What follows belongs to an exercise in optimizing a design on an open flow for small area; a production flow would make more cautious choices. Only the layout flow was run in this run; the RTL was not checked for function there. No activity file was given, so power comes from the tool's default toggle rates.

[design/flow/run.sh]
#!/bin/bash
# synth_recipe.tcl (not shown) runs the flow's synth.tcl, then flattens the netlist and writes it again
# the make line also repeats each setting of config.mk as NAME=value (left out here)
make -C /OpenROAD-flow-scripts/flow DESIGN_CONFIG=/design/flow/config.mk WORK_HOME=/design/flow/orfs CLKGATE_MAP_FILE= SYNTH_SCRIPT=/design/flow/synth_recipe.tcl finish
[design/flow/constraint.sdc]
create_clock -name core_clock -period 10.0 [get_ports {clk}]
set_input_delay 2.0000 -clock core_clock [delete_from_list [all_inputs] [get_ports {clk}]]
set_output_delay 2.0000 -clock core_clock [all_outputs]
set_load 0.01 [all_outputs]
[design/flow/config.mk]
export PLATFORM = sky130hd
export DESIGN_NAME = fetch_unit
export DESIGN_NICKNAME = fetch_unit
export VERILOG_FILES = /design/flow/design.v
export SDC_FILE = /design/flow/constraint.sdc
export NUM_CORES = 4
export LEC_CHECK = 0
export CAP_MARGIN = 0
export CORE_MARGIN = 2
export CORE_UTILIZATION = 60
export SLEW_MARGIN = 0
[design/flow/design.v]
`default_nettype none
`timescale 1ns/1ps
package fetch_pkg;
    localparam int ADDR_W      = 32;
    localparam int OFFSET_W    = 2;
    localparam int SET_W       = 3;
    localparam int SETS        = 8;
    localparam int WAYS        = 2;
    localparam int TAG_W       = ADDR_W - SET_W - OFFSET_W;
    localparam int INSTR_BYTES = 4;
    localparam int CTR_W = 2;
    localparam logic [CTR_W-1:0] CTR_RESET         = 2'b01;
    localparam logic [CTR_W-1:0] CTR_NEW_TAKEN     = 2'b10;
    localparam logic [CTR_W-1:0] CTR_NEW_NOT_TAKEN = 2'b01;
    typedef struct packed {
        logic [TAG_W-1:0]    tag;
        logic [SET_W-1:0]    set;
        logic [OFFSET_W-1:0] offset;
    } btb_addr_fields_t;
    typedef union packed {
        logic [ADDR_W-1:0] raw;
        btb_addr_fields_t  f;
    } btb_addr_u;
endpackage
`default_nettype wire
`timescale 1ns/1ps
`timescale 1ns/1ps
`timescale 1ns/1ps
`timescale 1ns/1ps
`default_nettype none
module fetch_unit (
    input  logic                         clk,
    input  logic                         rst,
    input  logic                         pc_en,
    input  logic                         modify_pc_ex,
    input  logic [fetch_pkg::ADDR_W-1:0] update_pc_ex,
    input  logic                         update_btb_ex,
    input  logic [fetch_pkg::ADDR_W-1:0] pc_ex,
    input  logic [fetch_pkg::ADDR_W-1:0] jump_addr_ex,
    input  logic                         ex_branch_taken,
    output logic [fetch_pkg::ADDR_W-1:0] pc_if,
    output logic                         predicted_taken_if,
    output logic [fetch_pkg::ADDR_W-1:0] predicted_target_if
);
    localparam int SETS  = fetch_pkg::SETS;
    localparam int TAG_W = fetch_pkg::TAG_W;
    localparam int AW    = fetch_pkg::ADDR_W;
    logic [1:0]       st_q   [SETS];
    logic [TAG_W-1:0] tag0_q [SETS];
    logic [TAG_W-1:0] tag1_q [SETS];
    logic [AW-1:0]    tgt0_q [SETS];
    logic [AW-1:0]    tgt1_q [SETS];
    logic [1:0]       ctr0_q [SETS];
    logic [1:0]       ctr1_q [SETS];
    logic [AW-1:0]    pc_q;
    logic [SETS-1:0]  f_dec;
    logic [TAG_W-1:0] f_tag0, f_tag1;
    logic [1:0]       f_st;
    logic             f_c0, f_c1;
    logic             f_hit0, f_hit1, f_tk0, f_tk1;
    logic [AW-1:0]    seq_pc;
    logic [AW-1:0]    pred_tgt;
    always_comb begin
        f_dec = '0;
        f_dec[pc_q[4:2]] = 1'b1;
    end
    assign f_tag0 = tag0_q[pc_q[4:2]];
    assign f_tag1 = tag1_q[pc_q[4:2]];
    assign f_st   = st_q[pc_q[4:2]];
    assign f_c0   = ctr0_q[pc_q[4:2]][1];
    assign f_c1   = ctr1_q[pc_q[4:2]][1];
    assign f_hit0 = (|f_st) && (f_tag0 == pc_q[31:5]);
    assign f_hit1 = f_st[1] && (f_tag1 == pc_q[31:5]);
    assign f_tk0  = f_hit0 && f_c0;
    assign f_tk1  = f_hit1 && f_c1 && !f_hit0;
    assign seq_pc = pc_q + AW'(fetch_pkg::INSTR_BYTES);
    assign pred_tgt = f_tk0 ? tgt0_q[pc_q[4:2]] : f_tk1 ? tgt1_q[pc_q[4:2]] : seq_pc;
    assign pc_if               = pc_q;
    assign predicted_taken_if  = f_tk0 || f_tk1;
    assign predicted_target_if = pred_tgt;
    always_ff @(posedge clk or posedge rst) begin
        if (rst) begin
            pc_q <= '0;
        end else if (pc_en) begin
            pc_q <= modify_pc_ex ? update_pc_ex : pred_tgt;
        end
    end
    logic [SETS-1:0]  u_dec;
    logic [TAG_W-1:0] u_tag0, u_tag1;
    logic [1:0]       u_st;
    logic [1:0]       u_c0, u_c1, u_ctr, new_ctr;
    logic             u_hit0, u_hit1, u_way;
    logic [1:0]       new_st;
    always_comb begin
        u_dec = '0;
        u_dec[pc_ex[4:2]] = 1'b1;
    end
    assign u_tag0 = tag0_q[pc_ex[4:2]];
    assign u_tag1 = tag1_q[pc_ex[4:2]];
    assign u_st   = st_q[pc_ex[4:2]];
    assign u_c0   = ctr0_q[pc_ex[4:2]];
    assign u_c1   = ctr1_q[pc_ex[4:2]];
    assign u_hit0 = (|u_st) && (u_tag0 == pc_ex[31:5]);
    assign u_hit1 = u_st[1] && (u_tag1 == pc_ex[31:5]);
    assign u_way  = u_hit0 ? 1'b0 : (u_hit1 ? 1'b1 : u_st[0]);
    assign u_ctr  = u_hit0 ? u_c0 : u_c1;
    assign new_st = {u_st[1] | u_way, !u_way};
    always_comb begin
        if (u_hit0 || u_hit1) begin
            new_ctr = u_ctr;
            if (ex_branch_taken && u_ctr != 2'b11)
                new_ctr = u_ctr + 2'b01;
            else if (!ex_branch_taken && u_ctr != 2'b00)
                new_ctr = u_ctr - 2'b01;
        end else begin
            new_ctr = ex_branch_taken ? fetch_pkg::CTR_NEW_TAKEN
                                      : fetch_pkg::CTR_NEW_NOT_TAKEN;
        end
    end
    always_ff @(posedge clk or posedge rst) begin
        if (rst) begin
            for (int s = 0; s < SETS; s++) st_q[s] <= '0;
        end else begin
            for (int s = 0; s < SETS; s++)
                if (update_btb_ex && u_dec[s]) st_q[s] <= new_st;
        end
    end
    always_ff @(posedge clk) begin
        for (int s = 0; s < SETS; s++) begin
            if (update_btb_ex && u_dec[s] && !u_way) begin
                tag0_q[s] <= pc_ex[31:5];
                tgt0_q[s] <= jump_addr_ex;
                ctr0_q[s] <= new_ctr;
            end
            if (update_btb_ex && u_dec[s] && u_way) begin
                tag1_q[s] <= pc_ex[31:5];
                tgt1_q[s] <= jump_addr_ex;
                ctr1_q[s] <= new_ctr;
            end
        end
    end
endmodule
`default_nettype wire
==> notes.md <==
## critical path, cell delays in order, from the launching register on
cell	delay (ns)
dfrtp_1	0.52
inv_1	0.33
ha_4	0.69
and2_2	0.95
a222oi_1	0.21
a31oi_1	0.41
xnor2_1	0.17
nand4_1	0.26
nor4_1	0.53
nand4_1	0.23
buf_4	0.24
nor2b_2	0.34
buf_4	0.40
o211ai_1	0.16
o21ai_1	0.33
clkdlybuf4s50_1	0.66
## how the worst max path moves through the flow
stage	to	slack [ns]	cells after the start
4_1_cts	predicted_target_if[27]	1.12	15
3_3_place_gp	tag1_q[3][5]	1.27	14
6_report	predicted_target_if[8]	0.85	15
2_1_floorplan	ctr1_q[0][0]	0.43	14
5_1_grt	predicted_target_if[8]	0.83	15
3_5_place_dp	tag1_q[3][7]	1.16	14
## logic make-up (layout without fill, tap and decap cells)
family,Yosys count,after routing
adder cells (fa/ha/maj),13,13
other,0,9
AO/OA/AOI/OAI,802,802
AND/OR/NAND/NOR,588,588
buffers and inverters,265,500
multiplexers,207,207
XOR/XNOR,116,116
flip-flops,1024,1024
## flip-flops by register name, summed over array words and instances (netlist names)
signal,count
ctr0_q,16
ctr1_q,16
pc_q,32
st_q,16
tag0_q,216
tag1_q,216
tgt0_q,256
tgt1_q,256
## layer usage
layer / vias up / global-route usage [%]
li1: 12600 / -
met1: 15600 / 54.0
met2: 2617 / 59.7
met3: 493 / 7.99
met4: 6 / 19.6
met5: - / 0
## report_power, final
group          internal (mW)  total, mW  switching (mW)
combinational          0.665       1.90            1.24
clock                   2.23       3.89            1.66
sequential              4.82       4.95           0.133
total                   7.71       10.7            3.03
## layout by cell type, fill, tap and decap left out, types with 48 or more instances in the layout
cell type and instances:
edfxtp_1 976, nand2_1 201, a222oi_1 176, clkdlybuf4s50_1 163, mux2_2 157, nor2_1 134, clkbuf_16 105, a22oi_1 99
buf_4 92, a21oi_1 84, o21ai_0 77, xnor2_1 68, a31oi_1 65, nand4_1 49, xor2_1 48, a221o_1 48
## layout make-up
class                      instances  share of cell area, %
sequential                      1024                   60.1
clock buffer                     129                   5.45
timing repair buffer             278                   5.48
tap                              959                   2.36
clock inverter                    65                   1.28
multi-input combinational       1726                   25.1
inverter                          28                  0.207
antenna                            9                 0.0443
## stage by stage
step	instances	power, mW	setup WS (ns)
floorplan	3015	6.05	0.433
detailed placement	4015	6.87	1.16
finish	4218	10.7	0.851
global placement	4015	6.85	1.27
global route	4213	11.0	0.834
CTS	4209	10.7	1.12
==> flow_summary_export.csv <==
group,metric,value,unit
floorplanning,die_y,276,µm
yosys,synth_cell_types,76,
routing,wl,150,mm
critical_path,crit_path_max_fanout,36,
grt,grt_start_max_net_pins,104,
yosys,muxShareOfSynthArea,5.14,%
worst_hold_path,hold_start,"st_q[5][1]",
sta,hold_viol_final,0,
routing,highest_layer,"met5",
yosys,synth-seq-cells,1024,
floorplanning,start_util,60.7,%
routing,wl_met3,19.0,mm
yosys,yosys-top-cells-area,"edfxtp_1, mux2_2, a222oi_1",
yosys,synth_ff_type,"edfxtp_1",
routing,drc,0,
clocking,clk_latency,0.68,ns
yosys,synth-compound-area-share,14.0,%
power_and_ir_drop,power.density,212,nW/µm²
sta,whs,0.521,ns
sta,min_period_over_period,91.5,%
routing,post_drt_wl_per_cell,35.5,µm
floorplanning,die_w,276,µm
critical_path,endpoint_kind,"output port",
sta,clock_skew,0.0270,ns
yosys,yosysTopAreaCell,"edfxtp_1",
routing,drtIter0Drc,6417,
layout,multiInputGateArea,12700,µm²
sta,period_minus_slack,9.15,ns
sta,rsz0062_at_grt,"false",
yosys,synth_top_family_by_area,"compound AO/OA/AOI/OAI gates",
routing,ant_nets,0,
layout,stdcell_area,50800,µm²
yosys,postSynthNetCount,3130,
routing,wl_met2,68.1,mm
critical_path,cp_data_arrival_time,7.15,ns
critical_path,rr_startpoint,"pc_q[2]",
critical_path,ff2ff_path_depth,15,
critical_path,crit_required,8.00,ns
clocking,max-clock-path-buffers,3,
yosys,async_flop_share,4.69,%
grt,antenna_found_initial,8,
clocking,numCtsBuffers,104,
clocking,clkSinkCount,1024,
critical_path,crit_type,"flip-flop to output port",
yosys,synth_most_common_cell,"edfxtp_1",
sta,fmax,109,MHz
yosys,synth_xor_area_share,2.29,%
layout,areaGrowthSynthToFinish,14.7,%
yosys,synth_top_area_share,66.2,%
layout,nets,3277,
layout,final_core_util,69.6,%
worst_hold_path,min_path_cells,2,
sta,finalSetupViolations,0,
sta,slew_headroom,15.8,%
floorplanning,rows,99,
floorplanning,core,73000,µm²
layout,drive_gt1_share,14.6,%
critical_path,regToRegSetupSlack,3.87,ns
placement,port-buffer-count,164,
placement,gp_congestion,0.952,
layout,num-fill-cells,4939,
worst_hold_path,min-delay-path-class,"flip-flop to flip-flop",
yosys,netlist_instances,3015,
yosys,ys.warnings.count,8,
clocking,clockRootBuffer,"clkbuf_16",
placement,place_area,47300,µm²
critical_path,cp-startpoint,"pc_q[2]",
power_and_ir_drop,vdd_drop_max,171,µV
yosys,synth_edf_count,976,
grt,grt_pass1_wl,211,mm
floorplanning,dieArea,76000,µm²
clocking,ctsResizeCount,0,
outcome,status,"no timing/DRC/antenna violations",
sta,tightest_slew,1.26,ns
sta,slew_viol_final,0,
routing,vias_per_cell,7.42,
grt,grt_pass1_vias,30200,
yosys,synthesis.area,44300,µm²
yosys,ys_seq_area_share,68.9,%
yosys,synth_fa_ha_area_share,0.367,%
sta,fin_tns_setup,0,ns
grt,grt.total_usage,39.1,%
clocking,cts_setup_buffers,0,
yosys,synth-simple-area-share,6.45,%
floorplanning,ios,167,
run,maxCapViolCount,0,
placement,hpwlAfterDp,85.8,mm
routing,drtPass1Iterations,8,
clocking,htreeDepth,3,
clocking,path_clk_slew,0.06,ns
clocking,cts_tree,"done",
routing,vias,31300,
clocking,cts_hold_buffers,0,
critical_path,r2r-end,"pc_q[8]",
worst_hold_path,min_to,"st_q[5][1]",
routing,wl_met1,54.6,mm
critical_path,start_kind,"flip-flop",
grt,grt_overflow,0,
yosys,synth_commonest_cells,"edfxtp_1, nand2_1, a222oi_1, mux2_2, nor2_1",
layout,regArea,30500,µm²
yosys,postSynthAreaPerCell,14.7,µm²
power_and_ir_drop,p_leak,16.4,nW

==> static timing again, ports no longer ideal <==
Ports are ideal in the flow. The routed layout listed here was re-timed in OpenROAD.
Step 1, drivers: a clkbuf_16 drives clk and a buf_2 each remaining input, both assumed.
Step 2 adds t to the input delays and takes it off the output delays; t is the mean of the earliest and latest rising clock arrival at the registers after step 1. Input paths then give back, and output paths get back, about the clock's delay inside the block.
Slacks: ideal / step 1 / step 2; pairs: ideal / step 1.
shift t [ns]: 0.740
setup WS [ns]: 0.851 / 0.781 / 1.022
worst setup path after step 2: input to register
clock arrival spread, ns: 0.027 / 0.027
worst data-port slew with drivers (ns): 0.15
After both steps setup and hold are still met in this run. The setup slack of this run moves by -0.070 ns with the drivers and by +0.171 ns with both steps.
